Source: an optimization exercise on an open RTL-to-GDS flow (aim: small area, a short achievable clock period and few clock cycles per item). Production flows keep margins and buffers that such runs may drop. RTL that was checked went through simulation tests only; none was proved equivalent to the original. The RTL of runs 1 and 2 was laid out without a check of its function. No activity file was given, so power comes from the tool's default toggle rates.

==> design/flow/flow/run.sh <==
#!/bin/bash
# The standard layout, with every input and output port buffered by the
# smallest buffer (buf_1) instead of the tool's default pick; the resizer
# still upsizes any port buffer that needs more drive.
set -euo pipefail
export BUFFER_PORTS_ARGS="-buffer_cell sky130_fd_sc_hd__buf_1"
bash standard.sh > make.log 2>&1
==> design/flow/standard.sh <==
#!/bin/bash
# synth_recipe.tcl (not shown) runs the flow's synth.tcl, then flattens the netlist and writes it again
# the make line also repeats each setting of config.mk as NAME=value (left out here)
make -C /OpenROAD-flow-scripts/flow DESIGN_CONFIG=/design/flow/config.mk WORK_HOME=/design/flow/orfs CLKGATE_MAP_FILE= SYNTH_SCRIPT=/design/flow/synth_recipe.tcl "${@:-finish}"
==> design/flow/config.mk <==
export PLATFORM = sky130hd
export DESIGN_NAME = softmax_normalizer
export DESIGN_NICKNAME = softmax_normalizer
export VERILOG_FILES = /design/flow/design.v
export SDC_FILE = /design/flow/constraint.sdc
export NUM_CORES = 4
export LEC_CHECK = 0
export ABC_CLOCK_PERIOD_IN_PS = 3000
export CAP_MARGIN = 20
export CORE_MARGIN = 2
export CORE_UTILIZATION = 40
export PLACE_DENSITY = 0.45
export SLEW_MARGIN = 20
==> design/flow/constraint.sdc <==
create_clock -name core_clock -period 11.0 [get_ports {i_clk}]
set_input_delay 2.2000 -clock core_clock [delete_from_list [all_inputs] [get_ports {i_clk}]]
set_output_delay 2.2000 -clock core_clock [all_outputs]
set_load 0.01 [all_outputs]
==> design/flow/design.v <==
package softmax_pkg;
    typedef enum logic [1:0] {
        ST_IDLE     = 2'd0,
        ST_WAIT_SUM = 2'd1,
        ST_DIV      = 2'd2,
        ST_SCALE    = 2'd3
    } state_e;
    localparam int unsigned IN_FRAC    = 12;
    localparam int unsigned SUM_FRAC   = 26;
    localparam int unsigned RECIP_FRAC = 16;
    localparam int unsigned OUT_FRAC   = 15;
    localparam int unsigned PROD_SHIFT = IN_FRAC + RECIP_FRAC - OUT_FRAC;
    localparam int unsigned SAT_EXP    = 10;
    localparam int unsigned SAT_THRESH = 1 << SAT_EXP;
endpackage
module recip_divider
#(
    parameter int unsigned SUM_W   = 32,
    parameter int unsigned RECIP_W = 32
) (
    input  logic               i_clk,
    input  logic               i_rst_n,
    input  logic               i_start,
    input  logic [SUM_W-1:0]   i_sum,
    input  logic               i_take,
    input  logic               i_abort,
    output logic               o_free,
    output logic               o_ready,
    output logic [RECIP_W-1:0] o_recip,
    output logic               o_sat
);
    logic        norm_q;      
    logic        run_q;       
    logic [31:0] div_q;
    logic [31:0] rem_q;
    logic [32:0] quot_q;
    logic        sat_q;
    logic        sat_n;
    logic [32:0] pfx;         
    logic [31:0] hsb;         
    logic [31:0] rem_init;
    logic [32:0] quot_init;
    logic [32:0] trial;
    logic [32:0] diff;
    logic        ge;
    always_comb begin
        sat_n = (div_q[31:11] == '0) && (!div_q[10] || (div_q[9:0] == '0));
        pfx[32] = 1'b0;
        for (int i = 31; i >= 0; i--) pfx[i] = pfx[i+1] | div_q[i];
        for (int i = 0; i < 32; i++) hsb[i] = div_q[i] & ~pfx[i+1];
        rem_init = '0;
        for (int i = 10; i < 31; i++) rem_init[i] = hsb[i+1];
        rem_init[10] = rem_init[10] | ~pfx[11];
        quot_init = '0;
        for (int i = 0; i <= 20; i++) quot_init[i] = hsb[i+11];
        quot_init[0] = quot_init[0] | ~pfx[11];
        trial = {rem_q, 1'b0};
        diff  = trial - {1'b0, div_q};
        ge    = ~diff[32];
    end
    always_ff @(posedge i_clk or negedge i_rst_n) begin
        if (!i_rst_n) begin
            norm_q <= 1'b0;
            run_q  <= 1'b0;
        end else begin
            norm_q <= i_start;
            if (i_abort) begin
                norm_q <= 1'b0;
                run_q  <= 1'b0;
            end else if (norm_q)
                run_q <= 1'b1;
            else if (i_take)
                run_q <= 1'b0;
        end
    end
    always_ff @(posedge i_clk) begin
        if (!norm_q && !run_q)
            div_q <= i_sum;
        rem_q <= norm_q ? rem_init : (ge ? diff[31:0] : trial[31:0]);
        if (norm_q) begin
            quot_q <= sat_n ? {1'b1, 32'hFFFF_FFFF} : quot_init;
            sat_q  <= sat_n;
        end else if (!quot_q[32]) begin
            quot_q <= {quot_q[31:0], ge};
        end
    end
    assign o_free  = !norm_q && !run_q;
    assign o_ready = run_q && quot_q[32];
    assign o_recip = quot_q[31:0];
    assign o_sat   = sat_q;
endmodule
module softmax_normalizer
#(
    parameter int unsigned N             = 32,
    parameter int unsigned IN_BIT_WIDTH  = 16,
    parameter int unsigned SUM_BIT_WIDTH = 32,
    parameter int unsigned RECIP_W       = 32,
    parameter int unsigned OUT_BIT_WIDTH = 16
) (
    input  logic                        i_clk,
    input  logic                        i_rst_n,
    input  logic                        i_vec_valid,
    output logic                        o_vec_ready,
    input  logic [IN_BIT_WIDTH*N-1:0]   i_data,
    input  logic                        i_sum_valid,
    input  logic [SUM_BIT_WIDTH-1:0]    i_sum,
    output logic                        o_valid,
    input  logic                        i_ready,
    output logic [OUT_BIT_WIDTH-1:0]    o_prob,
    output logic [$clog2(N)-1:0]        o_idx,
    output logic                        o_last,
    output logic                        o_busy,
    output logic                        o_recip_sat
);
    localparam int unsigned IDX_W = $clog2(N);
    logic [IN_BIT_WIDTH-1:0] xb_q [N];
    logic                    full_q;        
    logic                    xb_new_q;      
    logic [N-1:0]            rd_q;          
    logic                    vready_q;      
    logic                    accept;
    logic [7:0]              xa1_q;         
    logic [6:0]              xa2_q, xa3_q;
    logic                    xa_v_q;
    logic                    xa_wait_q;     
    logic [28:0]             cs0_q, cs1_q;
    logic [5:0]              cs_ovf_q;      
    logic                    cs_hi_q;       
    logic                    cs_rs_q;       
    logic                    cs_v_q;
    logic [OUT_BIT_WIDTH-1:0] prob_q, sk_prob_q;
    logic                    out_rs_q, sk_rs_q;
    logic                    out_v_q, sk_v_q;
    logic [IDX_W-1:0]        idx_q;
    logic [1:0]              nvec_q;
    logic [RECIP_W-1:0]      r_q;           
    logic [RECIP_W+1:0]      r3_q;          
    logic                    rs_q;
    logic                    r_next_q;      
    logic                    stall, push, xfer, xfer_last, out_take;
    logic                    cs_free, xa_go, xa_free;
    logic                    rd_go, byp_go, new0, r_load, has_r;
    logic [IN_BIT_WIDTH-1:0] rd_data, xa_raw;
    logic [7:0]              xa1_d;
    logic [6:0]              xa2_d, xa3_d;
    logic [28:0]             row0, row1;
    logic [5:0]              povf;
    logic                    phi;
    logic [OUT_BIT_WIDTH-1:0] prob_n;
    logic                    offer_q;       
    logic                    pend_q;        
    logic                    sum_offer, sum_later, abort;
    logic                    div_start, div_free, div_ready;
    logic [RECIP_W-1:0]      div_recip;
    logic                    div_sat;
    assign accept      = i_vec_valid & ~full_q;
    assign o_vec_ready = vready_q;
    assign sum_offer = i_vec_valid & i_sum_valid & ~offer_q;
    assign sum_later = pend_q & i_sum_valid;
    assign div_start = div_free & (sum_offer | sum_later);
    assign abort     = accept & offer_q & ~i_sum_valid;
    recip_divider #(
        .SUM_W   (SUM_BIT_WIDTH),
        .RECIP_W (RECIP_W)
    ) u_div (
        .i_clk   (i_clk),
        .i_rst_n (i_rst_n),
        .i_start (div_start),
        .i_sum   (i_sum),
        .i_take  (r_load),
        .i_abort (abort),
        .o_free  (div_free),
        .o_ready (div_ready),
        .o_recip (div_recip),
        .o_sat   (div_sat)
    );
    always_comb begin
        stall     = out_v_q & sk_v_q;
        push      = cs_v_q & ~stall;
        cs_free   = ~cs_v_q | ~stall;
        xa_go     = xa_v_q & ~xa_wait_q & cs_free;
        xa_free   = ~xa_v_q | xa_go;
        rd_go     = full_q & xa_free;
        byp_go    = accept & xa_free;
        new0      = byp_go | (rd_go & rd_q[0]);
        r_load    = div_ready & (~full_q | xb_new_q) & (xa_free | xa_wait_q);
        has_r     = ~abort & (r_next_q | r_load);
        xfer      = out_v_q & i_ready;
        xfer_last = xfer & (idx_q == IDX_W'(N - 1));
        out_take  = ~out_v_q | i_ready;
        rd_data = '0;
        for (int i = 0; i < int'(N); i++)
            rd_data = rd_data | (xb_q[i] & {IN_BIT_WIDTH{rd_q[i]}});
        xa_raw  = full_q ? rd_data : i_data[IN_BIT_WIDTH-1:0];
        for (int i = 0; i < 7; i++) begin
            xa1_d[i] = ~xa_raw[15] &  xa_raw[2*i] & ~xa_raw[2*i+1];
            xa2_d[i] = ~xa_raw[15] & ~xa_raw[2*i] &  xa_raw[2*i+1];
            xa3_d[i] = ~xa_raw[15] &  xa_raw[2*i] &  xa_raw[2*i+1];
        end
        xa1_d[7] = ~xa_raw[15] & xa_raw[14];
    end
    softmax_mul_s1 u_s1 (
        .i_s1   (xa1_q),
        .i_s2   (xa2_q),
        .i_s3   (xa3_q),
        .i_r    (r_q),
        .i_r3   (r3_q),
        .o_row0 (row0),
        .o_row1 (row1),
        .o_ovf  (povf),
        .o_sat  (phi)
    );
    softmax_mul_s2 u_s2 (
        .i_row0 (cs0_q),
        .i_row1 (cs1_q),
        .i_ovf  (cs_ovf_q),
        .i_sat  (cs_hi_q),
        .o_prob (prob_n)
    );
    always_ff @(posedge i_clk) begin
        if (~full_q)
            for (int i = 0; i < int'(N); i++)
                xb_q[i] <= i_data[i*IN_BIT_WIDTH +: IN_BIT_WIDTH];
        if (xa_free) begin
            xa1_q <= xa1_d;
            xa2_q <= xa2_d;
            xa3_q <= xa3_d;
        end
        if (r_load) begin
            r_q  <= div_recip;
            r3_q <= {2'b00, div_recip} + {1'b0, div_recip, 1'b0};
            rs_q <= div_sat;
        end
        if (cs_free) begin
            cs0_q    <= row0;
            cs1_q    <= row1;
            cs_ovf_q <= povf;
            cs_hi_q  <= phi;
            cs_rs_q  <= rs_q;
        end
        if (push) begin
            sk_prob_q <= prob_n;
            sk_rs_q   <= cs_rs_q;
        end
        if (out_take) begin
            prob_q   <= sk_v_q ? sk_prob_q : prob_n;
            out_rs_q <= sk_v_q ? sk_rs_q : cs_rs_q;
        end
        if (~full_q)
            rd_q <= xa_free ? N'(2) : N'(1);
        else if (rd_go)
            rd_q <= {rd_q[N-2:0], rd_q[N-1]};
    end
    always_ff @(posedge i_clk or negedge i_rst_n) begin
        if (!i_rst_n) begin
            full_q    <= 1'b0;
            vready_q  <= 1'b1;
            xb_new_q  <= 1'b0;
            xa_v_q    <= 1'b0;
            xa_wait_q <= 1'b0;
            r_next_q  <= 1'b0;
            cs_v_q    <= 1'b0;
            out_v_q   <= 1'b0;
            sk_v_q    <= 1'b0;
            idx_q     <= '0;
            nvec_q    <= '0;
            offer_q   <= 1'b0;
            pend_q    <= 1'b0;
        end else begin
            if (accept) begin
                full_q   <= 1'b1;
                vready_q <= 1'b0;
            end else if (rd_go && rd_q[N-1]) begin
                full_q   <= 1'b0;
                vready_q <= 1'b1;
            end
            if (accept)
                xb_new_q <= ~has_r;
            else if (r_load)
                xb_new_q <= 1'b0;
            if (xa_free)
                xa_v_q <= rd_go | byp_go;
            if (byp_go) begin
                xa_wait_q <= ~has_r;
                r_next_q  <= 1'b0;
            end else if (accept) begin
                r_next_q  <= has_r;
            end else if (new0) begin
                xa_wait_q <= ~(r_next_q | r_load);
                r_next_q  <= 1'b0;
            end else if (r_load) begin
                if (xa_wait_q)
                    xa_wait_q <= 1'b0;
                else
                    r_next_q  <= 1'b1;
            end
            if (cs_free)
                cs_v_q <= xa_go;
            if (out_take)
                out_v_q <= sk_v_q | push;
            sk_v_q <= push ? (out_v_q & (~i_ready | sk_v_q)) : (sk_v_q & ~i_ready);
            if (xfer)
                idx_q <= idx_q + 1'b1;
            nvec_q <= nvec_q + {1'b0, accept} - {1'b0, xfer_last};
            if (accept)
                offer_q <= 1'b0;
            else if (div_start && sum_offer)
                offer_q <= 1'b1;
            if (accept)
                pend_q <= ~i_sum_valid;
            else if (sum_later)
                pend_q <= 1'b0;
        end
    end
    assign o_valid     = out_v_q;
    assign o_prob      = prob_q;
    assign o_idx       = idx_q;
    assign o_last      = (idx_q == IDX_W'(N - 1));
    assign o_busy      = (nvec_q != 2'd0);
    assign o_recip_sat = out_rs_q;
endmodule
module softmax_mul_s1 (
    input  logic [7:0]  i_s1,     
    input  logic [6:0]  i_s2,     
    input  logic [6:0]  i_s3,     
    input  logic [31:0] i_r,
    input  logic [33:0] i_r3,     
    output logic [28:0] o_row0,
    output logic [28:0] o_row1,
    output logic [5:0]  o_ovf,   
    output logic        o_sat    
);
    logic [33:0] r1, r2;
    logic [33:0] h1, h2, h3;    
    logic [33:0] v [8];
    logic [28:0] pp0;
    logic [26:0] pp1;
    logic [24:0] pp2;
    logic [22:0] pp3;
    logic [20:0] pp4;
    logic [18:0] pp5;
    logic [16:0] pp6;
    logic [14:0] pp7;
    logic        hi;
    always_comb begin
        r1 = {2'b00, i_r};
        r2 = {1'b0, i_r, 1'b0};
        for (int i = 0; i < 8; i++)
            v[i] = (r1 & {34{i_s1[i]}})
                 | (i < 7 ? (r2 & {34{i_s2[i < 7 ? i : 0]}}) | (i_r3 & {34{i_s3[i < 7 ? i : 0]}}) : 34'd0);
        h1 = '0; h2 = '0; h3 = '0;
        h1[29] = |r1[33:29]; h2[29] = |r2[33:29]; h3[29] = |i_r3[33:29];
        h1[27] = |r1[33:27]; h2[27] = |r2[33:27]; h3[27] = |i_r3[33:27];
        h1[25] = |r1[33:25]; h2[25] = |r2[33:25]; h3[25] = |i_r3[33:25];
        h1[23] = |r1[33:23]; h2[23] = |r2[33:23]; h3[23] = |i_r3[33:23];
        h1[21] = |r1[33:21]; h2[21] = |r2[33:21]; h3[21] = |i_r3[33:21];
        h1[19] = |r1[33:19]; h2[19] = |r2[33:19]; h3[19] = |i_r3[33:19];
        h1[17] = |r1[33:17]; h2[17] = |r2[33:17]; h3[17] = |i_r3[33:17];
        h1[15] = |r1[33:15]; h2[15] = |r2[33:15]; h3[15] = |i_r3[33:15];
    end
    assign hi = |{(i_s1[0] & h1[29]), (i_s2[0] & h2[29]), (i_s3[0] & h3[29]), (i_s1[1] & h1[27]), (i_s2[1] & h2[27]), (i_s3[1] & h3[27]), (i_s1[2] & h1[25]), (i_s2[2] & h2[25]), (i_s3[2] & h3[25]), (i_s1[3] & h1[23]), (i_s2[3] & h2[23]), (i_s3[3] & h3[23]), (i_s1[4] & h1[21]), (i_s2[4] & h2[21]), (i_s3[4] & h3[21]), (i_s1[5] & h1[19]), (i_s2[5] & h2[19]), (i_s3[5] & h3[19]), (i_s1[6] & h1[17]), (i_s2[6] & h2[17]), (i_s3[6] & h3[17]), (i_s1[7] & h1[15])};
    assign pp0 = v[0][28:0];
    assign pp1 = v[1][26:0];
    assign pp2 = v[2][24:0];
    assign pp3 = v[3][22:0];
    assign pp4 = v[4][20:0];
    assign pp5 = v[5][18:0];
    assign pp6 = v[6][16:0];
    assign pp7 = v[7][14:0];
    wire hs1 = pp0[12] ^ pp1[10];
    wire hc2 = pp0[12] & pp1[10];
    wire fs3 = pp0[13] ^ pp1[11] ^ pp2[9];
    wire fc4 = (pp0[13] & pp1[11]) | (pp0[13] & pp2[9]) | (pp1[11] & pp2[9]);
    wire fs5 = pp0[14] ^ pp1[12] ^ pp2[10];
    wire fc6 = (pp0[14] & pp1[12]) | (pp0[14] & pp2[10]) | (pp1[12] & pp2[10]);
    wire hs7 = pp3[8] ^ pp4[6];
    wire hc8 = pp3[8] & pp4[6];
    wire fs9 = pp0[15] ^ pp1[13] ^ pp2[11];
    wire fc10 = (pp0[15] & pp1[13]) | (pp0[15] & pp2[11]) | (pp1[13] & pp2[11]);
    wire fs11 = pp3[9] ^ pp4[7] ^ pp5[5];
    wire fc12 = (pp3[9] & pp4[7]) | (pp3[9] & pp5[5]) | (pp4[7] & pp5[5]);
    wire fs13 = pp0[16] ^ pp1[14] ^ pp2[12];
    wire fc14 = (pp0[16] & pp1[14]) | (pp0[16] & pp2[12]) | (pp1[14] & pp2[12]);
    wire fs15 = pp3[10] ^ pp4[8] ^ pp5[6];
    wire fc16 = (pp3[10] & pp4[8]) | (pp3[10] & pp5[6]) | (pp4[8] & pp5[6]);
    wire fs17 = pp0[17] ^ pp1[15] ^ pp2[13];
    wire fc18 = (pp0[17] & pp1[15]) | (pp0[17] & pp2[13]) | (pp1[15] & pp2[13]);
    wire fs19 = pp3[11] ^ pp4[9] ^ pp5[7];
    wire fc20 = (pp3[11] & pp4[9]) | (pp3[11] & pp5[7]) | (pp4[9] & pp5[7]);
    wire fs21 = pp0[18] ^ pp1[16] ^ pp2[14];
    wire fc22 = (pp0[18] & pp1[16]) | (pp0[18] & pp2[14]) | (pp1[16] & pp2[14]);
    wire fs23 = pp3[12] ^ pp4[10] ^ pp5[8];
    wire fc24 = (pp3[12] & pp4[10]) | (pp3[12] & pp5[8]) | (pp4[10] & pp5[8]);
    wire fs25 = pp0[19] ^ pp1[17] ^ pp2[15];
    wire fc26 = (pp0[19] & pp1[17]) | (pp0[19] & pp2[15]) | (pp1[17] & pp2[15]);
    wire fs27 = pp3[13] ^ pp4[11] ^ pp5[9];
    wire fc28 = (pp3[13] & pp4[11]) | (pp3[13] & pp5[9]) | (pp4[11] & pp5[9]);
    wire fs29 = pp0[20] ^ pp1[18] ^ pp2[16];
    wire fc30 = (pp0[20] & pp1[18]) | (pp0[20] & pp2[16]) | (pp1[18] & pp2[16]);
    wire fs31 = pp3[14] ^ pp4[12] ^ pp5[10];
    wire fc32 = (pp3[14] & pp4[12]) | (pp3[14] & pp5[10]) | (pp4[12] & pp5[10]);
    wire fs33 = pp0[21] ^ pp1[19] ^ pp2[17];
    wire fc34 = (pp0[21] & pp1[19]) | (pp0[21] & pp2[17]) | (pp1[19] & pp2[17]);
    wire fs35 = pp3[15] ^ pp4[13] ^ pp5[11];
    wire fc36 = (pp3[15] & pp4[13]) | (pp3[15] & pp5[11]) | (pp4[13] & pp5[11]);
    wire fs37 = pp0[22] ^ pp1[20] ^ pp2[18];
    wire fc38 = (pp0[22] & pp1[20]) | (pp0[22] & pp2[18]) | (pp1[20] & pp2[18]);
    wire fs39 = pp3[16] ^ pp4[14] ^ pp5[12];
    wire fc40 = (pp3[16] & pp4[14]) | (pp3[16] & pp5[12]) | (pp4[14] & pp5[12]);
    wire fs41 = pp0[23] ^ pp1[21] ^ pp2[19];
    wire fc42 = (pp0[23] & pp1[21]) | (pp0[23] & pp2[19]) | (pp1[21] & pp2[19]);
    wire fs43 = pp3[17] ^ pp4[15] ^ pp5[13];
    wire fc44 = (pp3[17] & pp4[15]) | (pp3[17] & pp5[13]) | (pp4[15] & pp5[13]);
    wire fs45 = pp0[24] ^ pp1[22] ^ pp2[20];
    wire fc46 = (pp0[24] & pp1[22]) | (pp0[24] & pp2[20]) | (pp1[22] & pp2[20]);
    wire fs47 = pp3[18] ^ pp4[16] ^ pp5[14];
    wire fc48 = (pp3[18] & pp4[16]) | (pp3[18] & pp5[14]) | (pp4[16] & pp5[14]);
    wire fs49 = pp0[25] ^ pp1[23] ^ pp2[21];
    wire fc50 = (pp0[25] & pp1[23]) | (pp0[25] & pp2[21]) | (pp1[23] & pp2[21]);
    wire fs51 = pp3[19] ^ pp4[17] ^ pp5[15];
    wire fc52 = (pp3[19] & pp4[17]) | (pp3[19] & pp5[15]) | (pp4[17] & pp5[15]);
    wire fs53 = pp0[26] ^ pp1[24] ^ pp2[22];
    wire fc54 = (pp0[26] & pp1[24]) | (pp0[26] & pp2[22]) | (pp1[24] & pp2[22]);
    wire fs55 = pp3[20] ^ pp4[18] ^ pp5[16];
    wire fc56 = (pp3[20] & pp4[18]) | (pp3[20] & pp5[16]) | (pp4[18] & pp5[16]);
    wire fs57 = pp0[27] ^ pp1[25] ^ pp2[23];
    wire fc58 = (pp0[27] & pp1[25]) | (pp0[27] & pp2[23]) | (pp1[25] & pp2[23]);
    wire fs59 = pp3[21] ^ pp4[19] ^ pp5[17];
    wire fc60 = (pp3[21] & pp4[19]) | (pp3[21] & pp5[17]) | (pp4[19] & pp5[17]);
    wire fs61 = pp0[28] ^ pp1[26] ^ pp2[24];
    wire fc62 = (pp0[28] & pp1[26]) | (pp0[28] & pp2[24]) | (pp1[26] & pp2[24]);
    wire fs63 = pp3[22] ^ pp4[20] ^ pp5[18];
    wire fc64 = (pp3[22] & pp4[20]) | (pp3[22] & pp5[18]) | (pp4[20] & pp5[18]);
    wire hs65 = pp0[8] ^ pp1[6];
    wire hc66 = pp0[8] & pp1[6];
    wire fs67 = pp0[9] ^ pp1[7] ^ pp2[5];
    wire fc68 = (pp0[9] & pp1[7]) | (pp0[9] & pp2[5]) | (pp1[7] & pp2[5]);
    wire fs69 = pp0[10] ^ pp1[8] ^ pp2[6];
    wire fc70 = (pp0[10] & pp1[8]) | (pp0[10] & pp2[6]) | (pp1[8] & pp2[6]);
    wire hs71 = pp3[4] ^ pp4[2];
    wire hc72 = pp3[4] & pp4[2];
    wire fs73 = pp0[11] ^ pp1[9] ^ pp2[7];
    wire fc74 = (pp0[11] & pp1[9]) | (pp0[11] & pp2[7]) | (pp1[9] & pp2[7]);
    wire fs75 = pp3[5] ^ pp4[3] ^ pp5[1];
    wire fc76 = (pp3[5] & pp4[3]) | (pp3[5] & pp5[1]) | (pp4[3] & pp5[1]);
    wire fs77 = hs1 ^ pp2[8] ^ pp3[6];
    wire fc78 = (hs1 & pp2[8]) | (hs1 & pp3[6]) | (pp2[8] & pp3[6]);
    wire fs79 = pp4[4] ^ pp5[2] ^ pp6[0];
    wire fc80 = (pp4[4] & pp5[2]) | (pp4[4] & pp6[0]) | (pp5[2] & pp6[0]);
    wire fs81 = hc2 ^ fs3 ^ pp3[7];
    wire fc82 = (hc2 & fs3) | (hc2 & pp3[7]) | (fs3 & pp3[7]);
    wire fs83 = pp4[5] ^ pp5[3] ^ pp6[1];
    wire fc84 = (pp4[5] & pp5[3]) | (pp4[5] & pp6[1]) | (pp5[3] & pp6[1]);
    wire fs85 = fc4 ^ fs5 ^ hs7;
    wire fc86 = (fc4 & fs5) | (fc4 & hs7) | (fs5 & hs7);
    wire fs87 = pp5[4] ^ pp6[2] ^ pp7[0];
    wire fc88 = (pp5[4] & pp6[2]) | (pp5[4] & pp7[0]) | (pp6[2] & pp7[0]);
    wire fs89 = fc6 ^ hc8 ^ fs9;
    wire fc90 = (fc6 & hc8) | (fc6 & fs9) | (hc8 & fs9);
    wire fs91 = fs11 ^ pp6[3] ^ pp7[1];
    wire fc92 = (fs11 & pp6[3]) | (fs11 & pp7[1]) | (pp6[3] & pp7[1]);
    wire fs93 = fc10 ^ fc12 ^ fs13;
    wire fc94 = (fc10 & fc12) | (fc10 & fs13) | (fc12 & fs13);
    wire fs95 = fs15 ^ pp6[4] ^ pp7[2];
    wire fc96 = (fs15 & pp6[4]) | (fs15 & pp7[2]) | (pp6[4] & pp7[2]);
    wire fs97 = fc14 ^ fc16 ^ fs17;
    wire fc98 = (fc14 & fc16) | (fc14 & fs17) | (fc16 & fs17);
    wire fs99 = fs19 ^ pp6[5] ^ pp7[3];
    wire fc100 = (fs19 & pp6[5]) | (fs19 & pp7[3]) | (pp6[5] & pp7[3]);
    wire fs101 = fc18 ^ fc20 ^ fs21;
    wire fc102 = (fc18 & fc20) | (fc18 & fs21) | (fc20 & fs21);
    wire fs103 = fs23 ^ pp6[6] ^ pp7[4];
    wire fc104 = (fs23 & pp6[6]) | (fs23 & pp7[4]) | (pp6[6] & pp7[4]);
    wire fs105 = fc22 ^ fc24 ^ fs25;
    wire fc106 = (fc22 & fc24) | (fc22 & fs25) | (fc24 & fs25);
    wire fs107 = fs27 ^ pp6[7] ^ pp7[5];
    wire fc108 = (fs27 & pp6[7]) | (fs27 & pp7[5]) | (pp6[7] & pp7[5]);
    wire fs109 = fc26 ^ fc28 ^ fs29;
    wire fc110 = (fc26 & fc28) | (fc26 & fs29) | (fc28 & fs29);
    wire fs111 = fs31 ^ pp6[8] ^ pp7[6];
    wire fc112 = (fs31 & pp6[8]) | (fs31 & pp7[6]) | (pp6[8] & pp7[6]);
    wire fs113 = fc30 ^ fc32 ^ fs33;
    wire fc114 = (fc30 & fc32) | (fc30 & fs33) | (fc32 & fs33);
    wire fs115 = fs35 ^ pp6[9] ^ pp7[7];
    wire fc116 = (fs35 & pp6[9]) | (fs35 & pp7[7]) | (pp6[9] & pp7[7]);
    wire fs117 = fc34 ^ fc36 ^ fs37;
    wire fc118 = (fc34 & fc36) | (fc34 & fs37) | (fc36 & fs37);
    wire fs119 = fs39 ^ pp6[10] ^ pp7[8];
    wire fc120 = (fs39 & pp6[10]) | (fs39 & pp7[8]) | (pp6[10] & pp7[8]);
    wire fs121 = fc38 ^ fc40 ^ fs41;
    wire fc122 = (fc38 & fc40) | (fc38 & fs41) | (fc40 & fs41);
    wire fs123 = fs43 ^ pp6[11] ^ pp7[9];
    wire fc124 = (fs43 & pp6[11]) | (fs43 & pp7[9]) | (pp6[11] & pp7[9]);
    wire fs125 = fc42 ^ fc44 ^ fs45;
    wire fc126 = (fc42 & fc44) | (fc42 & fs45) | (fc44 & fs45);
    wire fs127 = fs47 ^ pp6[12] ^ pp7[10];
    wire fc128 = (fs47 & pp6[12]) | (fs47 & pp7[10]) | (pp6[12] & pp7[10]);
    wire fs129 = fc46 ^ fc48 ^ fs49;
    wire fc130 = (fc46 & fc48) | (fc46 & fs49) | (fc48 & fs49);
    wire fs131 = fs51 ^ pp6[13] ^ pp7[11];
    wire fc132 = (fs51 & pp6[13]) | (fs51 & pp7[11]) | (pp6[13] & pp7[11]);
    wire fs133 = fc50 ^ fc52 ^ fs53;
    wire fc134 = (fc50 & fc52) | (fc50 & fs53) | (fc52 & fs53);
    wire fs135 = fs55 ^ pp6[14] ^ pp7[12];
    wire fc136 = (fs55 & pp6[14]) | (fs55 & pp7[12]) | (pp6[14] & pp7[12]);
    wire fs137 = fc54 ^ fc56 ^ fs57;
    wire fc138 = (fc54 & fc56) | (fc54 & fs57) | (fc56 & fs57);
    wire fs139 = fs59 ^ pp6[15] ^ pp7[13];
    wire fc140 = (fs59 & pp6[15]) | (fs59 & pp7[13]) | (pp6[15] & pp7[13]);
    wire fs141 = fc58 ^ fc60 ^ fs61;
    wire fc142 = (fc58 & fc60) | (fc58 & fs61) | (fc60 & fs61);
    wire fs143 = fs63 ^ pp6[16] ^ pp7[14];
    wire fc144 = (fs63 & pp6[16]) | (fs63 & pp7[14]) | (pp6[16] & pp7[14]);
    wire hs145 = pp0[6] ^ pp1[4];
    wire hc146 = pp0[6] & pp1[4];
    wire fs147 = pp0[7] ^ pp1[5] ^ pp2[3];
    wire fc148 = (pp0[7] & pp1[5]) | (pp0[7] & pp2[3]) | (pp1[5] & pp2[3]);
    wire fs149 = hs65 ^ pp2[4] ^ pp3[2];
    wire fc150 = (hs65 & pp2[4]) | (hs65 & pp3[2]) | (pp2[4] & pp3[2]);
    wire fs151 = hc66 ^ fs67 ^ pp3[3];
    wire fc152 = (hc66 & fs67) | (hc66 & pp3[3]) | (fs67 & pp3[3]);
    wire fs153 = fc68 ^ fs69 ^ hs71;
    wire fc154 = (fc68 & fs69) | (fc68 & hs71) | (fs69 & hs71);
    wire fs155 = fc70 ^ hc72 ^ fs73;
    wire fc156 = (fc70 & hc72) | (fc70 & fs73) | (hc72 & fs73);
    wire fs157 = fc74 ^ fc76 ^ fs77;
    wire fc158 = (fc74 & fc76) | (fc74 & fs77) | (fc76 & fs77);
    wire fs159 = fc78 ^ fc80 ^ fs81;
    wire fc160 = (fc78 & fc80) | (fc78 & fs81) | (fc80 & fs81);
    wire fs161 = fc82 ^ fc84 ^ fs85;
    wire fc162 = (fc82 & fc84) | (fc82 & fs85) | (fc84 & fs85);
    wire fs163 = fc86 ^ fc88 ^ fs89;
    wire fc164 = (fc86 & fc88) | (fc86 & fs89) | (fc88 & fs89);
    wire fs165 = fc90 ^ fc92 ^ fs93;
    wire fc166 = (fc90 & fc92) | (fc90 & fs93) | (fc92 & fs93);
    wire fs167 = fc94 ^ fc96 ^ fs97;
    wire fc168 = (fc94 & fc96) | (fc94 & fs97) | (fc96 & fs97);
    wire fs169 = fc98 ^ fc100 ^ fs101;
    wire fc170 = (fc98 & fc100) | (fc98 & fs101) | (fc100 & fs101);
    wire fs171 = fc102 ^ fc104 ^ fs105;
    wire fc172 = (fc102 & fc104) | (fc102 & fs105) | (fc104 & fs105);
    wire fs173 = fc106 ^ fc108 ^ fs109;
    wire fc174 = (fc106 & fc108) | (fc106 & fs109) | (fc108 & fs109);
    wire fs175 = fc110 ^ fc112 ^ fs113;
    wire fc176 = (fc110 & fc112) | (fc110 & fs113) | (fc112 & fs113);
    wire fs177 = fc114 ^ fc116 ^ fs117;
    wire fc178 = (fc114 & fc116) | (fc114 & fs117) | (fc116 & fs117);
    wire fs179 = fc118 ^ fc120 ^ fs121;
    wire fc180 = (fc118 & fc120) | (fc118 & fs121) | (fc120 & fs121);
    wire fs181 = fc122 ^ fc124 ^ fs125;
    wire fc182 = (fc122 & fc124) | (fc122 & fs125) | (fc124 & fs125);
    wire fs183 = fc126 ^ fc128 ^ fs129;
    wire fc184 = (fc126 & fc128) | (fc126 & fs129) | (fc128 & fs129);
    wire fs185 = fc130 ^ fc132 ^ fs133;
    wire fc186 = (fc130 & fc132) | (fc130 & fs133) | (fc132 & fs133);
    wire fs187 = fc134 ^ fc136 ^ fs137;
    wire fc188 = (fc134 & fc136) | (fc134 & fs137) | (fc136 & fs137);
    wire fs189 = fc138 ^ fc140 ^ fs141;
    wire fc190 = (fc138 & fc140) | (fc138 & fs141) | (fc140 & fs141);
    wire hs191 = pp0[4] ^ pp1[2];
    wire hc192 = pp0[4] & pp1[2];
    wire fs193 = pp0[5] ^ pp1[3] ^ pp2[1];
    wire fc194 = (pp0[5] & pp1[3]) | (pp0[5] & pp2[1]) | (pp1[3] & pp2[1]);
    wire fs195 = hs145 ^ pp2[2] ^ pp3[0];
    wire fc196 = (hs145 & pp2[2]) | (hs145 & pp3[0]) | (pp2[2] & pp3[0]);
    wire fs197 = hc146 ^ fs147 ^ pp3[1];
    wire fc198 = (hc146 & fs147) | (hc146 & pp3[1]) | (fs147 & pp3[1]);
    wire fs199 = fc148 ^ fs149 ^ pp4[0];
    wire fc200 = (fc148 & fs149) | (fc148 & pp4[0]) | (fs149 & pp4[0]);
    wire fs201 = fc150 ^ fs151 ^ pp4[1];
    wire fc202 = (fc150 & fs151) | (fc150 & pp4[1]) | (fs151 & pp4[1]);
    wire fs203 = fc152 ^ fs153 ^ pp5[0];
    wire fc204 = (fc152 & fs153) | (fc152 & pp5[0]) | (fs153 & pp5[0]);
    wire fs205 = fc154 ^ fs155 ^ fs75;
    wire fc206 = (fc154 & fs155) | (fc154 & fs75) | (fs155 & fs75);
    wire fs207 = fc156 ^ fs157 ^ fs79;
    wire fc208 = (fc156 & fs157) | (fc156 & fs79) | (fs157 & fs79);
    wire fs209 = fc158 ^ fs159 ^ fs83;
    wire fc210 = (fc158 & fs159) | (fc158 & fs83) | (fs159 & fs83);
    wire fs211 = fc160 ^ fs161 ^ fs87;
    wire fc212 = (fc160 & fs161) | (fc160 & fs87) | (fs161 & fs87);
    wire fs213 = fc162 ^ fs163 ^ fs91;
    wire fc214 = (fc162 & fs163) | (fc162 & fs91) | (fs163 & fs91);
    wire fs215 = fc164 ^ fs165 ^ fs95;
    wire fc216 = (fc164 & fs165) | (fc164 & fs95) | (fs165 & fs95);
    wire fs217 = fc166 ^ fs167 ^ fs99;
    wire fc218 = (fc166 & fs167) | (fc166 & fs99) | (fs167 & fs99);
    wire fs219 = fc168 ^ fs169 ^ fs103;
    wire fc220 = (fc168 & fs169) | (fc168 & fs103) | (fs169 & fs103);
    wire fs221 = fc170 ^ fs171 ^ fs107;
    wire fc222 = (fc170 & fs171) | (fc170 & fs107) | (fs171 & fs107);
    wire fs223 = fc172 ^ fs173 ^ fs111;
    wire fc224 = (fc172 & fs173) | (fc172 & fs111) | (fs173 & fs111);
    wire fs225 = fc174 ^ fs175 ^ fs115;
    wire fc226 = (fc174 & fs175) | (fc174 & fs115) | (fs175 & fs115);
    wire fs227 = fc176 ^ fs177 ^ fs119;
    wire fc228 = (fc176 & fs177) | (fc176 & fs119) | (fs177 & fs119);
    wire fs229 = fc178 ^ fs179 ^ fs123;
    wire fc230 = (fc178 & fs179) | (fc178 & fs123) | (fs179 & fs123);
    wire fs231 = fc180 ^ fs181 ^ fs127;
    wire fc232 = (fc180 & fs181) | (fc180 & fs127) | (fs181 & fs127);
    wire fs233 = fc182 ^ fs183 ^ fs131;
    wire fc234 = (fc182 & fs183) | (fc182 & fs131) | (fs183 & fs131);
    wire fs235 = fc184 ^ fs185 ^ fs135;
    wire fc236 = (fc184 & fs185) | (fc184 & fs135) | (fs185 & fs135);
    wire fs237 = fc186 ^ fs187 ^ fs139;
    wire fc238 = (fc186 & fs187) | (fc186 & fs139) | (fs187 & fs139);
    wire fs239 = fc188 ^ fs189 ^ fs143;
    wire fc240 = (fc188 & fs189) | (fc188 & fs143) | (fs189 & fs143);
    assign o_row0 = {fc238, fc236, fc234, fc232, fc230, fc228, fc226, fc224, fc222, fc220, fc218, fc216, fc214, fc212, fc210, fc208, fc206, fc204, fc202, fc200, fc198, fc196, fc194, hc192, hs191, pp0[3], pp0[2], pp0[1], pp0[0]};
    assign o_row1 = {fs239, fs237, fs235, fs233, fs231, fs229, fs227, fs225, fs223, fs221, fs219, fs217, fs215, fs213, fs211, fs209, fs207, fs205, fs203, fs201, fs199, fs197, fs195, fs193, pp2[0], pp1[1], pp1[0], 1'b0, 1'b0};
    assign o_ovf = {fc62, fc64, fc142, fc144, fc190, fc240};
    assign o_sat = hi;
endmodule
module softmax_mul_s2 (
    input  logic [28:0] i_row0,
    input  logic [28:0] i_row1,
    input  logic [5:0]  i_ovf,
    input  logic        i_sat,
    output logic [15:0] o_prob
);
    logic [28:0] a, b;
    logic [29:0] s;
    logic sat;
    assign a = {i_row0[28], i_row0[27], i_row0[26], i_row0[25], i_row0[24], i_row0[23], i_row0[22], i_row0[21], i_row0[20], i_row0[19], i_row0[18], i_row0[17], i_row0[16], i_row0[15], i_row0[14], i_row0[13], i_row0[12], i_row0[11], i_row0[10], i_row0[9], i_row0[8], i_row0[7], i_row0[6], i_row0[5], i_row0[4], i_row0[3], i_row0[2], i_row0[1], i_row0[0]};
    assign b = {i_row1[28], i_row1[27], i_row1[26], i_row1[25], i_row1[24], i_row1[23], i_row1[22], i_row1[21], i_row1[20], i_row1[19], i_row1[18], i_row1[17], i_row1[16], i_row1[15], i_row1[14], i_row1[13], i_row1[12], i_row1[11], i_row1[10], i_row1[9], i_row1[8], i_row1[7], i_row1[6], i_row1[5], i_row1[4], i_row1[3], i_row1[2], 1'b0, 1'b0};
    assign s = {1'b0, a} + {1'b0, b};
    assign sat = i_sat | (|i_ovf) | s[29];
    assign o_prob = sat ? 16'hFFFF : s[28:13];
endmodule
==> flow_summary.ini, run 1 <==
[run_status]
status = complete, no violations

[sta]
tightest_slew_ns = 1.10
slew_headroom_pct = 26.4
period_needed_ns = 4.09
drv_slew = 0
hold_ws_ns = 0.441
setup_violations = 0
finClkSkew_ns = 0.0222
setup_tns_ns = 0
finalHoldViolCount = 0
finalCritPeriodShare_pct = 37.2
rsz0062_at_grt = false
fmax_ghz = 0.245

[global_routing]
grt_first_pass_wirelength_um = 194000
grtUsageTotal_pct = 26.5
grt_start_max_net_pins = 213
antenna_found_initial = 39
first_global_vias = 28194
overflow = 0

[yosys]
synth-seq-cells = 846
synth_compound_area_share_pct = 13.9
yosysWarnings = 5
yosys.area_share.adder_pct = 9.10
synthArstFlopShare_pct = 2.36
synthSimpleGateAreaFrac_pct = 6.66
synth_top_family_by_area = compound AO/OA/AOI/OAI gates
syn-instance-count = 2816
syn_avg_cell_area_um2 = 13.9
synth_edf_count = 793
synthXorXnorAreaFrac_pct = 1.61
syn-num-nets = 3581
synthMuxAreaShare_pct = 1.28
netlist_area_um2 = 39300
ys_types = 70
ys.flop_type = edfxtp_1
yosysSeqAreaShare_pct = 63.6

[critical_path]
path_max_fanout = 18
start_kind = register
cp.required_ns = 11.53
path_cells = inv_1 > ha_1 > nor2b_1 > o31ai_1 > a21oi_1 > a31o_2 > a211oi_1 > nor2_1 > a221o_1 > a21oi_4 > buf_4 > mux2i_1 > o21ai_0
endpoint_kind = register
crit_arrival_ns = 4.62
path_buf_inv = 2
critPathMaxStageDelay_ns = 0.62
critPathTopFamily = compound AO/OA/AOI/OAI gates
critPathSlowestCell = a21oi_4
crit_type = reg2reg

[cts]
postCtsHoldBufs = 0
cts_tree = built
cts_resized = 0
root_buffer = clkbuf_16
path_clk_slew_ns = 0.06
clockBufferDepth = 3
htreeDepth = 3
cts_made_buffers = 95
cts_num_sinks = 846
post_cts_buffers = 0
insertion_delay_ns = 0.68

[power]
switching_power_uw = 7790
p_int_uw = 10800
switching_share_pct = 42.0
power_density_nw_per_um2 = 403
comb_power_share_pct = 48.1
clkPwrFrac_pct = 17.5
worst_ir_drop_vdd_v = 0.000205
total_power_uw = 18600
leakage_uw = 0.0166
seqPwrFrac_pct = 34.5

[routing]
ant_nets = 0
via_per_inst = 5.83
drt_iter0_drc = 4193
routed_wirelength_um = 135000
wl_per_cell_um = 28.4
num_vias = 27709
dr.pass1.iters = 14
drc_errors = 0

[finish]
drive_above_1_share_pct = 6.98
areaGrowthSynthToFinish_pct = 17.4
nets = 4141
finish.utilization_pct = 47.5
final_common_cell = edfxtp_1
fin_area_um2 = 46100
final_cell_mix = edfxtp_1, buf_1, inv_1

[floorplan]
die_area_um2 = 101000
die_h_um = 317
coreArea_um2 = 97000
fp.dieW_um = 317
start_util_pct = 40.5
rows = 114
ioPinCount = 575

[flow_run]
maxCapViolCount = 0

[placed_design]
place_hpwl_um = 96500
portBuffers = 574
dpl-instance-area_um2 = 42900
place.gp.congestion = 0.889

[min_path]
hold_class = reg2reg
==> routing by layer <==
layer | global-route usage [%] | up-vias | part of all wire, %
met5 | 0 | - | 0.11
met4 | 6.54 | 22 | 2.2
met3 | 4.92 | 199 | 7.6
met2 | 43.7 | 1294 | 48
met1 | 36.4 | 14037 | 42
li1 | - | 12157 | -
==> through the flow <==
stage,worst slack (ns),instances
global placement,6.88,4554
finish,6.91,4752
CTS,6.83,4730
floorplan,0.673,2816
global route,6.51,4743
detailed placement,6.84,4554
==> cells in the mapped netlist (36+ instances only) <==
cell	instances	share of area, %
nand2_1	155	1.5
clkbuf_1	159	1.5
a222oi_1	170	4.3
xnor2_1	53	1.2
ha_1	100	3.2
fa_1	116	5.9
a221oi_1	67	1.5
a21oi_1	88	1.1
a22oi_1	112	2.1
inv_1	228	2.2
nand3_1	91	1.2
edfxtp_1	793	61
o21ai_0	77	0.98
nor3_1	36	0.46
nor2_1	100	0.96
a22o_1	49	1.1
==> state kept, by name (all words and copies together), names as in the netlist, 6 cells and up <==
register	flops
u_div.quot_q	33
xa3_q	7
r_q	32
cs_ovf_q	6
xa2_q	7
prob_q	16
rd_q	32
xa1_q	8
xb_q	512
cs1_q	27
cs0_q	27
u_div.rem_q	32
r3_q	33
sk_prob_q	16
u_div.div_q	32
==> cell families after synthesis <==
logic type | Yosys count
DFF | 846
AOI/OAI and AO/OA | 701
muxes | 48
and+or+nand+nor | 535
buffers and inverters | 398
xor gates and xnor gates | 72
adders and majority gates | 216
==> power groups by stage <==
| stage | logic [uW] | clock network, uW | registers, uW |
|---|---|---|---|
| 2_1_floorplan | 6340 | 0 | 6010 |
| 3_3_place_gp | 8760 | 0 | 6410 |
| 3_5_place_dp | 8950 | 0 | 6430 |
| 4_1_cts | 8990 | 3320 | 6370 |
| 5_1_grt | 10300 | 3430 | 6500 |
| 6_report | 8920 | 3240 | 6400 |
==> worst paths after layout <==
kind	from	to	slack (ns)	cells after the start
max	u_div.div_q[2]	u_div.rem_q[14]	6.91	13
min	u_div.sat_q	rs_q	0.44	0
max reg2reg	u_div.div_q[2]	u_div.rem_q[14]	6.91	13
min reg2reg	u_div.sat_q	rs_q	0.44	0
max in group asynchronous	i_rst_n	vready_q	9.15	2
min in group asynchronous	i_rst_n	cs_v_q	1.53	2
==> cell type report <==
type	count	area, um2
clock inverter	60	664
multi-input combinational	1572	12800
inverter	229	863
sequential	846	25000
fill	8812	50900
timing repair buffer	632	2640
clock buffer	116	2500
antenna	21	52.6
tap	1276	1600
==> worst reg2reg max path: cells and delay by family, from the launching register on <==
family | cells | cell delay [ns]
fa+ha+maj | 1 | 0.27
mux | 1 | 0.22
compound gates | 7 | 2.26
buf+inv | 2 | 0.51
simple gates | 2 | 0.31
flops | 1 | 0.39
==> inputs of run 2 (changes only) <==
--- a/design/flow/design.v
+++ b/design/flow/design.v
@@ -115,4 +115,7 @@
     localparam int unsigned IDX_W = $clog2(N);
     logic [IN_BIT_WIDTH-1:0] xb_q [N];
+    localparam int unsigned NG = 4;         
+    localparam int unsigned GS = N / NG;
+    logic [NG-1:0]           gfull_q;       
     logic                    full_q;        
     logic                    xb_new_q;      
@@ -134,4 +137,6 @@
     logic [IDX_W-1:0]        idx_q;
     logic [1:0]              nvec_q;
+    logic                    last_q;        
+    logic                    busy_q;        
     logic [RECIP_W-1:0]      r_q;           
     logic [RECIP_W+1:0]      r3_q;          
@@ -187,5 +192,5 @@
         has_r     = ~abort & (r_next_q | r_load);
         xfer      = out_v_q & i_ready;
-        xfer_last = xfer & (idx_q == IDX_W'(N - 1));
+        xfer_last = xfer & last_q;
         out_take  = ~out_v_q | i_ready;
         rd_data = '0;
@@ -219,6 +224,6 @@
     );
     always_ff @(posedge i_clk) begin
-        if (~full_q)
-            for (int i = 0; i < int'(N); i++)
+        for (int i = 0; i < int'(N); i++)
+            if (~gfull_q[i / GS])
                 xb_q[i] <= i_data[i*IN_BIT_WIDTH +: IN_BIT_WIDTH];
         if (xa_free) begin
@@ -255,4 +260,5 @@
         if (!i_rst_n) begin
             full_q    <= 1'b0;
+            gfull_q   <= '0;
             vready_q  <= 1'b1;
             xb_new_q  <= 1'b0;
@@ -264,5 +270,7 @@
             sk_v_q    <= 1'b0;
             idx_q     <= '0;
+            last_q    <= 1'b0;
             nvec_q    <= '0;
+            busy_q    <= 1'b0;
             offer_q   <= 1'b0;
             pend_q    <= 1'b0;
@@ -270,8 +278,14 @@
             if (accept) begin
                 full_q   <= 1'b1;
+                gfull_q  <= '1;
                 vready_q <= 1'b0;
-            end else if (rd_go && rd_q[N-1]) begin
-                full_q   <= 1'b0;
-                vready_q <= 1'b1;
+            end else if (rd_go) begin
+                for (int g = 0; g < int'(NG); g++)
+                    if (rd_q[g*GS + GS - 1])
+                        gfull_q[g] <= 1'b0;
+                if (rd_q[N-1]) begin
+                    full_q   <= 1'b0;
+                    vready_q <= 1'b1;
+                end
             end
             if (accept)
@@ -300,7 +314,10 @@
                 out_v_q <= sk_v_q | push;
             sk_v_q <= push ? (out_v_q & (~i_ready | sk_v_q)) : (sk_v_q & ~i_ready);
-            if (xfer)
-                idx_q <= idx_q + 1'b1;
+            if (xfer) begin
+                idx_q  <= idx_q + 1'b1;
+                last_q <= (idx_q == IDX_W'(N - 2));
+            end
             nvec_q <= nvec_q + {1'b0, accept} - {1'b0, xfer_last};
+            busy_q <= (nvec_q + {1'b0, accept} - {1'b0, xfer_last}) != 2'd0;
             if (accept)
                 offer_q <= 1'b0;
@@ -316,6 +333,6 @@
     assign o_prob      = prob_q;
     assign o_idx       = idx_q;
-    assign o_last      = (idx_q == IDX_W'(N - 1));
-    assign o_busy      = (nvec_q != 2'd0);
+    assign o_last      = last_q;
+    assign o_busy      = busy_q;
     assign o_recip_sat = out_rs_q;
 endmodule
==> design/flow/flow/run.sh (replaced) <==
#!/bin/bash
# The standard layout (the standard.sh, standard synthesis unchanged), with
#  - every input and output port buffered by the smallest buffer (buf_1)
#    instead of the tool's default pick; the resizer still upsizes any port
#    buffer that needs more drive;
#  - repair_timing asked for a setup margin of 7.5 ns, so that it keeps
#    sizing and buffering paths until they are 7.5 ns inside the 11 ns clock.
# The SDC (clock period, I/O delays, loads) is the standard flow's, unchanged.
set -euo pipefail
export BUFFER_PORTS_ARGS="-buffer_cell sky130_fd_sc_hd__buf_1"
export SETUP_SLACK_MARGIN=7.5
bash standard.sh > make.log 2>&1
--- a/design/flow/config.mk
+++ b/design/flow/config.mk
@@ -8,4 +8,5 @@
 export ABC_CLOCK_PERIOD_IN_PS = 3000
 export CAP_MARGIN = 20
+export CELL_PAD_IN_SITES_DETAIL_PLACEMENT = 1
 export CORE_MARGIN = 2
 export CORE_UTILIZATION = 40
==> run 2 against run 1 <==
Compared with the run above:
- highest routed layer unchanged
- wire length up 12%
- flip-flop and latch count up 5
- critical endpoint is now o_vec_ready
- design area up 3.0%
- combinational power up 14%
- register-to-register slack better by 0.64 ns
- non-clock buffer count up 103
- still clean on timing, DRC and antenna
- area after synthesis up 0.94%
- worst hold slack better by 0.0054 ns
- clock power down 1%
- global-route usage up 2.5 points
==> flow_summary.ini, run 2 <==
[run_status]
status = complete, no violations

[finish]
areaGrowthSynthToFinish_pct = 19.8
nFillCells = 10042
reg.largest.list = xb_q: 512 flops, r3_q: 33 flops, u_div.quot_q: 33 flops
finish.utilization_pct = 48.3
nets = 4280
largest_reg_flops = 512
drive_above_1_share_pct = 10.1
final_common_cell = edfxtp_1
top_register = xb_q
final_cell_mix = edfxtp_1, buf_1, inv_1

[yosys]
syn-num-nets = 3624
syn_avg_cell_area_um2 = 13.9
synth_compound_area_share_pct = 14.5
yosys.area_share.adder_pct = 9.01
synth_edf_count = 793
yosys-top-cells-count = edfxtp_1, inv_1, a222oi_1, clkbuf_1, nand2_1
synth.most_common_cell = edfxtp_1
ys.flop_type = edfxtp_1
synthMuxAreaShare_pct = 1.02
syn-instance-count = 2859
synthXorXnorAreaFrac_pct = 1.55
yosysSeqAreaShare_pct = 63.3
synthTopCellsByArea = edfxtp_1, fa_1, a222oi_1
netlist_area_um2 = 39600
ys_types = 83
yosysTopAreaCellShare_pct = 60.1
synthArstFlopShare_pct = 2.94
synth-seq-cells = 851
synthSimpleGateAreaFrac_pct = 6.56
yosysWarnings = 5
synth_top_family_by_area = compound AO/OA/AOI/OAI gates
yosys.area.top_type = edfxtp_1

[critical_path]
critPathSlowestCell = dfstp_2
path_max_fanout = 2
crit_type = reg2out
reg2reg_slack_ns = 7.55
path_cells = buf_6
start_kind = register
path_buf_inv = 1
crit_arrival_ns = 1.41
critPathMaxStageDelay_ns = 0.57
critPathTopFamily = flip-flops
cp.required_ns = 8.80
endpoint_kind = output pin

[sta]
drv_slew = 0
fmax_ghz = 0.277
slew_headroom_pct = 32.6
rsz0062_at_grt = true
setup_tns_ns = 0
period_needed_ns = 3.61
hold_ws_ns = 0.446
finClkSkew_ns = 0.0321
tightest_slew_ns = 1.01
finalHoldViolCount = 0
setup_violations = 0
setup_ws_ns = 7.39
finalCritPeriodShare_pct = 32.8

[cts]
clockBufferDepth = 3
path_clk_slew_ns = 0.06
insertion_delay_ns = 0.71
root_buffer = clkbuf_16
cts_num_sinks = 851
cts_made_buffers = 95
cts_tree = built
htreeDepth = 3

[global_routing]
grt_first_pass_wirelength_um = 215000
grtUsageTotal_pct = 29.1
grt.met2_usage_pct = 49.1
use_met1_pct = 36.8
overflow = 0
first_global_vias = 30588
met3_usage_pct = 6.74
busiest_layer = met2
grt_start_max_net_pins = 79
antenna_found_initial = 44

[routing]
via_per_inst = 5.91
drt_iter0_drc = 3445
ant_nets = 0
num_vias = 28989
routed_wirelength_um = 151000
wl_per_cell_um = 30.9
drc_errors = 0
dr.pass1.iters = 17

[power]
leakage_uw = 0.0177
switching_power_uw = 8530
switching_share_pct = 43.0
seqPwrFrac_pct = 32.7
power_density_nw_per_um2 = 418
worst_ir_drop_vdd_v = 0.000224
clkPwrFrac_pct = 16.1
p_int_uw = 11300
total_power_uw = 19800
comb_power_share_pct = 51.2

[placed_design]
place_hpwl_um = 107000
place_ws_ns = 7.12
portBuffers = 574
place.gp.congestion = 0.875

[floorplan]
coreArea_um2 = 98300
ioPinCount = 575
fp.dieW_um = 319
die_h_um = 319
die_area_um2 = 102000
rows = 115
start_util_pct = 40.3

[flow_run]
maxCapViolCount = 0

[min_path]
hold_class = reg2reg
[run 2: cell types whose count changed after synthesis, moves of 8 or more]
cell,previous run,this run
nor2_1,100,85
inv_1,228,240
mux2_2,19,11
o21ai_0,77,65
a21o_1,29,41
a21oi_1,88,107
xnor2_1,53,44
[run 2: logic make-up (layout without fill, tap and decap cells)]
logic type,after synthesis,in the layout
fa+ha+maj,216,216
simple gates,524,525
xor+xnor,70,70
other cells,0,25
compound gates,740,740
mux,39,39
buf+inv,419,1150
flops,851,851
[run 2: path summary, 6_finish.rpt]
kind	from	end	cells past startpoint
setup reg to reg	r_q[19]	cs1_q[26]	7
hold / removal	u_div.sat_q	rs_q	0
max in group asynchronous	i_rst_n	full_q	1
min in group asynchronous	i_rst_n	idx_q[2]	1
hold reg to reg	u_div.sat_q	rs_q	0
setup / recovery	vready_q	o_vec_ready	1
[run 2: metal layers]
layer,wire [um],up-vias
met4,5500,48
met1,61200,14781
met3,11300,316
li1,-,12517
met5,321,-
met2,72900,1327
[run 2: per-stage QoR]
| step | std cells | area, um2 |
|---|---|---|
| 3_3_place_gp | 4591 | 43200 |
| 5_1_grt | 4899 | 47500 |
| 2_1_floorplan | 2859 | 39700 |
| 4_1_cts | 4830 | 46900 |
| 3_5_place_dp | 4591 | 43200 |
| 6_report | 4903 | 47500 |
[run 2: layout make-up]
cell class	instances	area, um2	area share [%]
inverters	242	932	1.96
repair buffers	735	3640	7.67
well taps	1287	1610	3.39
clock inverters	42	479	1.01
clock buffers	131	2620	5.52
flip-flops and latches	851	25100	52.9
multi-input cells	1590	13000	27.5
diodes	25	62.6	0.132
[run 2: power groups by stage]
stage	Combinational [uW]	Clock, uW	Sequential [uW]
floorplan	6620	0	6080
global placement	9070	0	6770
detailed placement	9440	0	6820
CTS	9950	3250	6530
global route	11500	3370	6570
finish	10200	3200	6490
[run 2: what timing repair did]
item,in CTS,in global routing
hold buffers,0,0
gates cloned,0,2
resized for setup,16,17
setup endpoints to repair,99,60
buffers inserted,66,43
pin swaps,1,29
[run 2: worst register-to-register path, stage by stage (launching register included)]
cell and delay, ns:
edfxtp_1 0.52, buf_4 0.22, a222oi_1 0.50, fa_1 0.54
fa_1 0.40, fa_1 0.51, inv_1 0.05, fa_1 0.45
==> inputs of run 3 (changes only) <==
--- a/design/flow/design.v
+++ b/design/flow/design.v
@@ -120,5 +120,5 @@
     logic                    full_q;        
     logic                    xb_new_q;      
-    logic [N-1:0]            rd_q;          
+    logic [IDX_W-1:0]        rd_q;          
     logic                    vready_q;      
     logic                    accept;
@@ -188,5 +188,5 @@
         rd_go     = full_q & xa_free;
         byp_go    = accept & xa_free;
-        new0      = byp_go | (rd_go & rd_q[0]);
+        new0      = byp_go | (rd_go & (rd_q == '0));
         r_load    = div_ready & (~full_q | xb_new_q) & (xa_free | xa_wait_q);
         has_r     = ~abort & (r_next_q | r_load);
@@ -194,7 +194,5 @@
         xfer_last = xfer & last_q;
         out_take  = ~out_v_q | i_ready;
-        rd_data = '0;
-        for (int i = 0; i < int'(N); i++)
-            rd_data = rd_data | (xb_q[i] & {IN_BIT_WIDTH{rd_q[i]}});
+        rd_data = xb_q[rd_q];
         xa_raw  = full_q ? rd_data : i_data[IN_BIT_WIDTH-1:0];
         for (int i = 0; i < 7; i++) begin
@@ -253,7 +251,7 @@
         end
         if (~full_q)
-            rd_q <= xa_free ? N'(2) : N'(1);
+            rd_q <= xa_free ? IDX_W'(1) : '0;
         else if (rd_go)
-            rd_q <= {rd_q[N-2:0], rd_q[N-1]};
+            rd_q <= rd_q + 1'b1;
     end
     always_ff @(posedge i_clk or negedge i_rst_n) begin
@@ -282,7 +280,7 @@
             end else if (rd_go) begin
                 for (int g = 0; g < int'(NG); g++)
-                    if (rd_q[g*GS + GS - 1])
+                    if (rd_q == IDX_W'(g*GS + GS - 1))
                         gfull_q[g] <= 1'b0;
-                if (rd_q[N-1]) begin
+                if (rd_q == IDX_W'(N - 1)) begin
                     full_q   <= 1'b0;
                     vready_q <= 1'b1;
==> run 3 against run 2 <==
Compared with the run above:
- via count increased by 0.96%
- cell count decreased by 0.37%
- total power decreased by 16%
- first-iteration DRC count increased by 29%
- critical path depth unchanged
- largest cell class unchanged
- wire length increased by 1.6%
- design area decreased by 0.28%
- sequential share of layout area decreased by 1.6 points
==> flow_summary.ini, run 3 <==
[routing]
wl_per_cell_um = 31.5
drt_iter0_drc = 4449
dr.pass1.iters = 12
ant_nets = 0
drc_errors = 0
num_vias = 29266
routed_wirelength_um = 154000
via_per_inst = 5.99

[sta]
finalCritPeriodShare_pct = 32.0
setup_violations = 0
period_needed_ns = 3.52
rsz0062_at_grt = true
finalHoldViolCount = 0
drv_slew = 0
slew_headroom_pct = 27.2
setup_ws_ns = 7.48
tightest_slew_ns = 1.09
fmax_ghz = 0.284
setup_tns_ns = 0
finClkSkew_ns = 0.0522

[floorplan]
coreArea_um2 = 96600
ioPinCount = 575
start_util_pct = 40.3
rows = 114
fp.dieW_um = 316
die_area_um2 = 99900
die_h_um = 316

[yosys]
yosys-top-cells-count = edfxtp_1, inv_1, a222oi_1, nand2_1, clkbuf_1
syn_avg_cell_area_um2 = 13.8
synthXorXnorAreaFrac_pct = 1.69
syn-num-nets = 3600
ys.flop_type = edfxtp_1
netlist_area_um2 = 38900
yosysSeqAreaShare_pct = 62.4
synth_top_family_by_area = compound AO/OA/AOI/OAI gates
yosysTopAreaCellShare_pct = 59.1
synth_compound_area_share_pct = 14.0
ys_types = 77
syn-instance-count = 2829
synthArstFlopShare_pct = 3.03
synthTopCellsByArea = edfxtp_1, fa_1, a222oi_1
synth.most_common_cell = edfxtp_1
synthMuxAreaShare_pct = 1.71
yosys.area.top_type = edfxtp_1
synth-seq-cells = 824
yosys.area_share.adder_pct = 9.37
synthSimpleGateAreaFrac_pct = 6.95
yosysWarnings = 5
synth_edf_count = 766

[critical_path]
critPathTopFamily = flip-flops
crit_cells = 1
crit_type = reg2out
path_max_fanout = 2
start_kind = register
crit_arrival_ns = 1.32
reg2regPathDepth = 11
path_cells = buf_6
critPathSlowestCell = dfstp_2
endpoint_kind = output pin
path_buf_inv = 1
cp.required_ns = 8.80
critPathMaxStageDelay_ns = 0.53

[finish]
final_common_cell = edfxtp_1
largest_reg_flops = 512
finish.utilization_pct = 49.0
final_cell_mix = edfxtp_1, buf_1, inv_1
top_register = xb_q
nets = 4288
drive_above_1_share_pct = 12.4
reg.largest.list = xb_q: 512 flops, r3_q: 33 flops, u_div.quot_q: 33 flops
fin_area_um2 = 47400
areaGrowthSynthToFinish_pct = 21.6

[power]
leakage_uw = 0.0176
total_power_uw = 16700
power_density_nw_per_um2 = 352
worst_ir_drop_vdd_v = 0.000163

[cts]
cts_num_sinks = 824
htreeDepth = 3
cts_tree = built
root_buffer = clkbuf_16
path_clk_slew_ns = 0.06
insertion_delay_ns = 0.71
clockBufferDepth = 3
cts_made_buffers = 93
postCtsHoldBufs = 0

[global_routing]
grt_first_pass_wirelength_um = 216000
first_global_vias = 30068
overflow = 0
antenna_found_initial = 27
grtUsageTotal_pct = 30.2
grt_start_max_net_pins = 88

[placed_design]
place_ws_ns = 6.74
place_hpwl_um = 109000
dpl-instance-area_um2 = 42500
place.gp.congestion = 0.923
portBuffers = 574

[flow_run]
maxCapViolCount = 0

[min_path]
hold_class = reg2reg
hold_path_depth = 0

[run_status]
status = complete, no violations
[run 3: final timing paths]
kind / from / endpoint / slack [ns]
setup / recovery: vready_q / o_vec_ready / 7.48
hold / removal: rs_q / cs_rs_q / 0.41
setup reg to reg: rd_q[0] / xa1_q[5] / 7.53
hold reg to reg: rs_q / cs_rs_q / 0.41
max in group asynchronous: i_rst_n / out_v_q / 8.99
min in group asynchronous: i_rst_n / idx_q[3] / 1.54
[run 3: power breakdown]
group	switching (uW)	internal, uW
clock	1370	1860
sequential	468	4740
combinational	4950	3280
[run 3: what timing repair did]
action                     4_1_cts  5_1_grt
setup buffers                   78       46
resized for setup               49       66
cloned                           0        2
pin swaps                       13       60
setup endpoints to repair       95       93
[run 3: final cells by class]
cell class / instances / area (um2)
Timing Repair Buffer: 745 / 3810
Inverter: 241 / 925
Tap cell: 1276 / 1600
Clock buffer: 108 / 2390
Sequential cell: 824 / 24300
Antenna cell: 14 / 35.0
Fill cell: 9929 / 49200
Multi-Input combinational cell: 1612 / 13500
Clock inverter: 65 / 783
[run 3: cells by family after synthesis]
kind of cell,after synthesis
DFF,824
AOI/OAI and AO/OA,698
and+or+nand+nor,554
buffers and inverters,393
adders and majority gates,222
xor gates and xnor gates,75
muxes,63
[run 3: per-layer routing]
metal  share of wire (%)  up-vias  track usage, %
li1                    -    12441               -
met3                 8.3      389            5.55
met2                  47     1574            48.7
met1                  40    14850            40.1
met4                 4.8       12            12.9
met5               0.049        -               0
[run 3: through the flow]
step | std cells | hold slack, ns
2_1_floorplan | 2829 | 0.400
3_3_place_gp | 4572 | 0.427
3_5_place_dp | 4572 | 0.434
4_1_cts | 4823 | 0.418
5_1_grt | 4884 | 0.438
6_report | 4885 | 0.414
Testbench counts of run 3, summed over its fixed seeds: cycles 12,445, vectors 384.

[port drivers added, routing unchanged]
No port has a modelled driver above. Below, the same layouts with a new extraction and two added sets of constraints.
Step 1 sets driving cells, clkbuf_16 on the clock port and buf_2 on the other inputs (assumed; they add their load-dependent delay and slew).
Step 2, shift: input delay + t, output delay - t, t = (earliest + latest rising clock arrival at the registers) / 2. This alone moves slack from input paths to output paths.
Three values: no drivers, after step 1, after step 2; two values: the first two.
| run | t, ns | setup WS [ns] | latest minus earliest clock arrival (ns) |
|---|---|---|---|
| run 1 | 0.741 | 6.912 / 6.864 / 6.912 | 0.022 / 0.022 |
| run 2 | 0.754 | 7.389 / 7.322 / 7.131 | 0.038 / 0.038 |
| run 3 | 0.752 | 7.482 / 7.413 / 7.157 | 0.056 / 0.055 |
After both steps every run listed still meets setup and hold. The setup slack of run 3, which loses most, moves by -0.069 ns with the drivers and by -0.325 ns with both steps.
